This design comes from an exercise in tuning for small area on the open sky130 flow, not from production work.
Only simulation tests tie the RTL to the original design; equivalence was not proved.
Power is estimated from default activity; no workload was simulated.

run A:
==> flow/design.v <==
module io_top (
  input  logic              clk,
  input  logic              rstn,
  input  logic              rxd,
  output logic              txd,
  output logic [31:0]       instr_wr_addr,
  output logic [31:0]       instr_wr_data,
  output logic              instr_wr_en,
  output logic              core_start,
  input  logic              core_end,
  output logic [31:0]       mem_rd_addr,
  output logic              mem_rd_rd,
  input  logic [31:0]       mem_data,
  input  logic              mem_data_ready
);
  localparam logic [2:0] W_WSTART = 3'd0, W_WEND = 3'd1, W_HEADER = 3'd2, W_PIXEL = 3'd3,
                         W_GAP1 = 3'd4, W_WDATA = 3'd5, W_GAP2 = 3'd6, W_IDLE = 3'd7;
  localparam logic [1:0] LD_LEN = 2'd0, LD_WORD = 2'd1, LD_START = 2'd2, LD_DONE = 2'd3;
  logic [2:0]  wst;         
  logic [3:0]  byte_idx;    
  logic [2:0]  pix_idx;
  logic        push, pop;
  logic [3:0]  fcount;      
  logic        line_end;    
  logic        pix_last;    
  logic        capture;
  logic [1:0]  ld_st;
  logic [1:0]  byte_cnt;
  logic [23:0] wdata;       
  logic [29:0] num_words;   
  logic [29:0] word_idx;
  logic       rxd_meta, rxd_s;
  logic [6:0] rc;
  logic       rx_valid;
  logic [7:0] rx_byte;
  logic       rx_idle, rx_data;
  assign rx_idle  = rc[6] & rc[3] & ~rc[4];
  assign rx_data  = ~rc[6];
  assign rx_valid = rx_idle & rc[0];
  always_ff @(posedge clk) begin
    if (!rstn) begin
      rxd_meta <= 1'b1;
      rxd_s    <= 1'b1;
      rc       <= 7'd72;
    end else begin
      rxd_meta <= rxd;
      rxd_s    <= rxd_meta;
      if (rx_idle)
        rc <= rxd_s ? 7'd72 : 7'd124;
      else if (rc == 7'd127 && rxd_s)
        rc <= 7'd72;
      else if (rc == 7'd71)
        rc <= {6'b100100, rxd_s};
      else
        rc <= rc + 7'd1;
    end
  end
  always_ff @(posedge clk) begin
    if (rx_data && rc[2:0] == 3'd7)
      rx_byte <= {rxd_s, rx_byte[7:1]};
  end
  logic       len_borrow;
  logic [7:0] len_sub;
  logic [8:0] len_diff;
  assign len_sub  = (ld_st != LD_LEN) ? 8'd0 : (byte_cnt == 2'd0) ? 8'd4 : {7'd0, len_borrow};
  assign len_diff = {1'b0, rx_byte} - {1'b0, len_sub};
  always_ff @(posedge clk) begin
    if (!rstn) begin
      ld_st       <= LD_LEN;
      byte_cnt    <= 2'd0;
      word_idx    <= 30'd0;
      instr_wr_en <= 1'b0;
    end else begin
      instr_wr_en <= 1'b0;
      if (instr_wr_en) word_idx <= word_idx + 30'd1;
      if (ld_st == LD_START) ld_st <= LD_DONE;
      if (rx_valid && !ld_st[1]) begin
        byte_cnt <= byte_cnt + 2'd1;
        if (byte_cnt == 2'd3) begin
          if (ld_st == LD_LEN) begin
            ld_st <= len_diff[8] ? LD_START : LD_WORD;
          end else begin
            instr_wr_en <= 1'b1;
            if (word_idx == num_words) ld_st <= LD_START;
          end
        end
      end
    end
  end
  always_ff @(posedge clk) begin
    if (ld_st[1]) begin
      if (capture) wdata <= mem_data[23:0];
    end else if (rx_valid && byte_cnt != 2'd3) begin
      wdata <= {len_diff[7:0], wdata[23:8]};
    end
    if ((rx_valid && byte_cnt == 2'd3 && ld_st == LD_LEN) || rline)
      num_words <= {len_diff[7:0], wdata[23:2]};
    if (rx_valid) len_borrow <= len_diff[8];
  end
  assign core_start    = (ld_st == LD_START);
  assign instr_wr_addr = {word_idx, 2'b00};
  assign instr_wr_data = {rx_byte, wdata};
  assign push        = (fcount != 4'd8) && (wst == W_HEADER || wst == W_PIXEL);
  assign line_end    = push && byte_idx == 4'd11;
  assign pix_last    = line_end && wst == W_PIXEL;
  assign capture     = ((wst == W_GAP1 && byte_idx[0]) || wst == W_WDATA) && mem_data_ready;
  assign mem_rd_rd   = (wst == W_GAP1) && byte_idx[0];
  assign mem_rd_addr = {27'd0, pix_idx, 2'b00};
  always_ff @(posedge clk) begin
    if (!rstn) begin
      wst     <= W_WSTART;
      pix_idx <= 3'd0;
    end else begin
      case (wst)
        W_WSTART: if (core_start) wst <= W_WEND;
        W_WEND:   if (core_end) wst <= W_HEADER;
        W_HEADER: if (line_end) wst <= W_GAP1;
        W_GAP1:   if (capture) wst <= W_GAP2;
                  else if (byte_idx[0]) wst <= W_WDATA;
        W_WDATA:  if (capture) wst <= W_GAP2;
        W_GAP2:   if (byte_idx == 4'd15) wst <= W_PIXEL;
        W_PIXEL: begin
          if (line_end) begin
            pix_idx <= pix_idx + 3'd1;
            wst     <= (pix_idx == 3'd7) ? W_IDLE : W_GAP1;
          end
        end
        default: ;
      endcase
    end
  end
  always_ff @(posedge clk) begin
    if (wst == W_WEND || capture)
      byte_idx <= 4'd13;
    else if (push || wst == W_GAP1 || wst == W_GAP2)
      byte_idx <= byte_idx + 4'd1;
  end
  always_ff @(posedge clk) begin
    if (!rstn)
      fcount <= 4'd0;
    else if (push && !pop)
      fcount <= fcount + 4'd1;
    else if (pop && !push)
      fcount <= fcount - 4'd1;
  end
  logic [6:0] tc;
  logic       tx_idle;
  logic       rpix;
  logic [3:0] rbyte;
  logic       rline;     
  assign tx_idle = tc[6] & tc[3] & ~tc[4];
  assign pop     = tx_idle && (fcount != 4'd0);
  assign rline   = pop && rbyte == 4'd11;
  always_ff @(posedge clk) begin
    if (!rstn) begin
      tc    <= 7'd117;
      rpix  <= 1'b0;
      rbyte <= 4'd12;
    end else begin
      if (tx_idle)
        tc <= pop ? 7'd120 : core_start ? 7'd118 : 7'd72;
      else
        tc <= tc + 7'd1;
      if (pop) begin
        if (rbyte == 4'd11) begin
          rbyte <= 4'd0;
          rpix  <= 1'b1;
        end else begin
          rbyte <= rbyte + 4'd1;
        end
      end
    end
  end
  logic [7:0] chan;
  logic [1:0] hund;
  logic [6:0] rem1;
  logic [3:0] tens, ones, digit;
  logic [7:0] tbyte;
  logic [7:0] const_byte;
  always_comb begin
    if (!rpix)
      chan = rbyte[3] ? 8'd255 : rbyte[2] ? 8'd2 : 8'd4;
    else
      chan = rbyte[3] ? num_words[21:14] : rbyte[2] ? num_words[13:6] : wdata[7:0];
    hund = (chan >= 8'd200) ? 2'd2 : (chan >= 8'd100) ? 2'd1 : 2'd0;
    rem1 = 7'(chan - 8'd100 * hund);
    tens = 4'(rem1 / 7'd10);
    ones = 4'(rem1 % 7'd10);
    case (rbyte[1:0])
      2'd0:    digit = {2'b00, hund};
      2'd1:    digit = tens;
      default: digit = ones;
    endcase
  end
  always_comb begin
    case (rbyte[1:0])
      2'd0:    const_byte = ld_st[1] ? 8'haa : 8'h99;
      2'd1:    const_byte = 8'h50;
      2'd2:    const_byte = 8'h33;
      default: const_byte = 8'h0a;
    endcase
  end
  always_comb begin
    if (rbyte[3:2] == 2'd3)
      tbyte = const_byte;
    else if (rbyte[1:0] != 2'd3)
      tbyte = {4'h3, digit};
    else
      tbyte = rbyte[3] ? 8'h0a : 8'h20;
  end
  assign txd = (tc[6] & tc[5] & tc[4] & tc[3]) ? 1'b0 :
               tc[6] ? 1'b1 : tbyte[tc[5:3]];
endmodule
clock: 12.0 ns
lec_check: 0
abc_area: 1
cap_margin: 20
core_margin: 2
core_utilization: 40
slew_margin: 20
standard.sh (not shown) runs the stock make flow with config.mk's settings and CLKGATE_MAP_FILE= SYNTH_SCRIPT=/design/flow/synth_recipe.tcl, a recipe that flattens the netlist after the stock synthesis.
==> flow/flow/run.sh <==
#!/bin/bash
# Layout flow: the standard flow with
#  - a stronger area-oriented ABC script for the combinational logic
#    (the registers come out of synthesis exactly as in the standard flow,
#    which this script checks),
#  - the smallest buffer on every port,
#  - small clock-tree leaf buffers and no dummy loads.
set -euo pipefail
here=$(pwd)

mkdir -p ref
sed "s|WORK_HOME=[^ ]*|WORK_HOME=$here/ref/orfs|" standard.sh > ref/standard_ref.sh
bash ref/standard_ref.sh synth > ref_synth.log 2>&1

# Synthesis with the area-oriented ABC script.
cp -r "$FLOW_HOME/scripts" "$here/scripts_mod"
cp "$here/flow/abc_area.script" "$here/scripts_mod/abc_area.script"
SCRIPTS_DIR="$here/scripts_mod" bash standard.sh synth > synth.log 2>&1

regs() { grep -oE 'sky130_fd_sc_hd__(e?df[a-z]*|sdf[a-z]*)_[0-9]+ +[^ ]+' "$1" | sed -E 's/_[0-9]+ +/ /' | sort; }
net=orfs/results/sky130hd/io_top/base/1_2_yosys.v
ref=ref/orfs/results/sky130hd/io_top/base/1_2_yosys.v
if ! diff <(regs "$ref") <(regs "$net") > regs_diff.log; then
  echo "registers differ from the standard synthesis; using it instead" | tee -a synth.log
  rm -rf orfs
  bash standard.sh synth > synth_std.log 2>&1
fi

export BUFFER_PORTS_ARGS="-buffer_cell sky130_fd_sc_hd__buf_1"
export CTS_ARGS="-sink_clustering_enable -repair_clock_nets -dont_use_dummy_load -buf_list sky130_fd_sc_hd__clkbuf_8 -root_buf sky130_fd_sc_hd__clkbuf_8"
export SKIP_REPAIR_TIE_FANOUT=1
bash standard.sh > layout.log 2>&1
==> flow/flow/abc_area.script <==
strash
balance
rewrite
refactor
balance
rewrite
rewrite -z
balance
refactor -z
rewrite -z
balance
balance
rewrite
refactor
balance
rewrite
rewrite -z
balance
refactor -z
rewrite -z
balance
dch -f
amap -F 4 -A 8
topo
Modified inputs, run B compared to run A
==> flow/flow/run.sh <==
#!/bin/bash
# Layout flow: the standard flow with
#  - synthesis that leaves all arithmetic to ABC (no adder cell mapping) and
#    maps it with a deeper area-oriented ABC script; the registers come out
#    exactly as in the standard synthesis, which this script checks, and it
#    falls back to the standard synthesis otherwise,
#  - the smallest buffer on every port,
#  - small clock-tree leaf buffers and no dummy loads,
#  - one tie cell for the constant outputs.
set -euo pipefail
here=$(pwd)
ROOT_BUF=${ROOT_BUF:-sky130_fd_sc_hd__clkbuf_8}

mkdir -p ref
sed "s|WORK_HOME=[^ ]*|WORK_HOME=$here/ref/orfs|" standard.sh > ref/standard_ref.sh
bash ref/standard_ref.sh synth > ref_synth.log 2>&1

# Synthesis with the area-oriented ABC script and no adder cells.
cp -r "$FLOW_HOME/scripts" "$here/scripts_mod"
cp "$here/flow/abc_area.script" "$here/scripts_mod/abc_area.script"
ADDER_MAP_FILE= SCRIPTS_DIR="$here/scripts_mod" bash standard.sh synth > synth.log 2>&1

regs() { grep -oE 'sky130_fd_sc_hd__(e?df[a-z]*|sdf[a-z]*)_[0-9]+ +[^ ]+' "$1" | sed -E 's/_[0-9]+ +/ /' | sort; }
net=orfs/results/sky130hd/io_top/base/1_2_yosys.v
ref=ref/orfs/results/sky130hd/io_top/base/1_2_yosys.v
if ! diff <(regs "$ref") <(regs "$net") > regs_diff.log; then
  echo "registers differ from the standard synthesis; using it instead" | tee -a synth.log
  rm -rf orfs
  bash standard.sh synth > synth_std.log 2>&1
fi

export BUFFER_PORTS_ARGS="-buffer_cell sky130_fd_sc_hd__buf_1"
export CTS_ARGS="-sink_clustering_enable -repair_clock_nets -dont_use_dummy_load -sink_clustering_max_diameter 25 -buf_list sky130_fd_sc_hd__clkbuf_4 -root_buf $ROOT_BUF"
export SKIP_REPAIR_TIE_FANOUT=1
bash standard.sh > layout.log 2>&1
==> flow/flow/abc_area.script <==
strash
&get -n
&deepsyn -T 120 -S 7
&put
balance
rewrite
refactor
balance
rewrite
rewrite -z
balance
refactor -z
rewrite -z
balance
dch -f
amap -F 4 -A 8
topo
### Flow results
- Comparing cell total after placement for run A and run B, the bigger number came from run A.
- Run B reports its most common cell after layout, fill and taps aside as clkinv_1 while run A reports buf_1.
- Looking at part of the power in the clock network, run B sits 2.6 points lower than run A does.
- In run B the final critical-path required period turned out 2250 ps lower than in run A.
- Run B vs run A: violation count after the first detailed-routing iteration up
#### Input delta (run C over run B)
==> flow/flow/run.sh <==
#!/bin/bash
# Layout flow: the standard flow with
#  - a stronger area-oriented ABC script for the combinational logic
#    (the registers come out of synthesis exactly as in the standard flow,
#    which this script checks),
#  - the smallest buffer on every port,
#  - small clock-tree leaf buffers and no dummy loads.
set -euo pipefail
here=$(pwd)

mkdir -p ref
sed "s|WORK_HOME=[^ ]*|WORK_HOME=$here/ref/orfs|" standard.sh > ref/standard_ref.sh
bash ref/standard_ref.sh synth > ref_synth.log 2>&1

# Synthesis with the area-oriented ABC script.
cp -r "$FLOW_HOME/scripts" "$here/scripts_mod"
cp "$here/flow/abc_area.script" "$here/scripts_mod/abc_area.script"
SCRIPTS_DIR="$here/scripts_mod" bash standard.sh synth > synth.log 2>&1

regs() { grep -oE 'sky130_fd_sc_hd__(e?df[a-z]*|sdf[a-z]*)_[0-9]+ +[^ ]+' "$1" | sed -E 's/_[0-9]+ +/ /' | sort; }
net=orfs/results/sky130hd/io_top/base/1_2_yosys.v
ref=ref/orfs/results/sky130hd/io_top/base/1_2_yosys.v
if ! diff <(regs "$ref") <(regs "$net") > regs_diff.log; then
  echo "registers differ from the standard synthesis; using it instead" | tee -a synth.log
  rm -rf orfs
  bash standard.sh synth > synth_std.log 2>&1
fi

export BUFFER_PORTS_ARGS="-buffer_cell sky130_fd_sc_hd__buf_1"
export CTS_ARGS="-sink_clustering_enable -repair_clock_nets -dont_use_dummy_load -buf_list {sky130_fd_sc_hd__clkbuf_4 sky130_fd_sc_hd__clkbuf_8} -root_buf sky130_fd_sc_hd__clkbuf_16"
bash standard.sh > layout.log 2>&1
--- a/flow/flow/abc_area.script
+++ b/flow/flow/abc_area.script
@@ -1,6 +1,13 @@
 strash
-&get -n
-&deepsyn -T 120 -S 7
-&put
+balance
+rewrite
+refactor
+balance
+rewrite
+rewrite -z
+balance
+refactor -z
+rewrite -z
+balance
 balance
 rewrite
Notes after the runs:
The smallest hold slack in run C sits 26 ps below the value recorded for run B. Run B → run C: initial cell density of the core went up, part of the cycle the worst path needs went up 17 points.
Inputs modified between run C and run D:
--- a/flow/flow/run.sh
+++ b/flow/flow/run.sh
@@ -28,4 +28,4 @@
 
 export BUFFER_PORTS_ARGS="-buffer_cell sky130_fd_sc_hd__buf_1"
-export CTS_ARGS="-sink_clustering_enable -repair_clock_nets -dont_use_dummy_load -buf_list {sky130_fd_sc_hd__clkbuf_4 sky130_fd_sc_hd__clkbuf_8} -root_buf sky130_fd_sc_hd__clkbuf_16"
+export CTS_ARGS="-sink_clustering_enable -repair_clock_nets -dont_use_dummy_load -sink_clustering_max_diameter 25 -buf_list sky130_fd_sc_hd__clkbuf_4 -root_buf sky130_fd_sc_hd__clkbuf_16"
 bash standard.sh > layout.log 2>&1
### Flow results
Lower sequential share of cell area was reported by run C, not run D. Comparing run D and run C, total via count after detailed routing is higher on run C. In terms of minimum clock period after layout, run D and run C differ only marginally. Between run D and run C, the worst setup slack figures differ only marginally. Relative to run C, utilization decreased by 0.61 points in run D. Summary of run D over run C: wire length decreased 0.84%; worst path required time essentially unchanged; source-to-sink clock delay at the later pin of the worst-skew pair essentially unchanged; internal power of the cells decreased 56 uW; non-clock buffer share of cell area essentially unchanged.

-- port drivers added, routing unchanged --
How much do the figures lean on ideal ports? The routed layouts below were timed once more, with nothing changed but the port constraints.
Step 1 assumes that a clkbuf_16 drives the clock port and a buf_2 every other input.
Step 2 times the ports against the registers' clock, not the clock port: input delays grow and output delays shrink by t, the midpoint of the rising clock arrivals with the driver on.
Slacks: ideal / step 1 / step 2; pairs: ideal / step 1.
run | t (ns) | slack for setup (ns) | hold WS [ns] | clock arrival spread, ns | worst data-port slew with drivers (ns)
run A | 0.466 | 1.482 / 1.445 / 1.911 | 0.417 / 0.417 / 0.417 | 0.018 / 0.018 | 0.05
run B | 0.427 | 3.728 / 3.691 / 4.118 | 0.446 / 0.446 / 0.446 | 0.046 / 0.046 | 0.03
run C | 0.400 | 1.649 / 1.607 / 2.007 | 0.420 / 0.420 / 0.420 | 0.025 / 0.026 | 0.06
run D | 0.391 | 1.650 / 1.608 / 2.000 | 0.427 / 0.427 / 0.427 | 0.037 / 0.037 | 0.06
After both steps setup and hold are still met in every run listed.
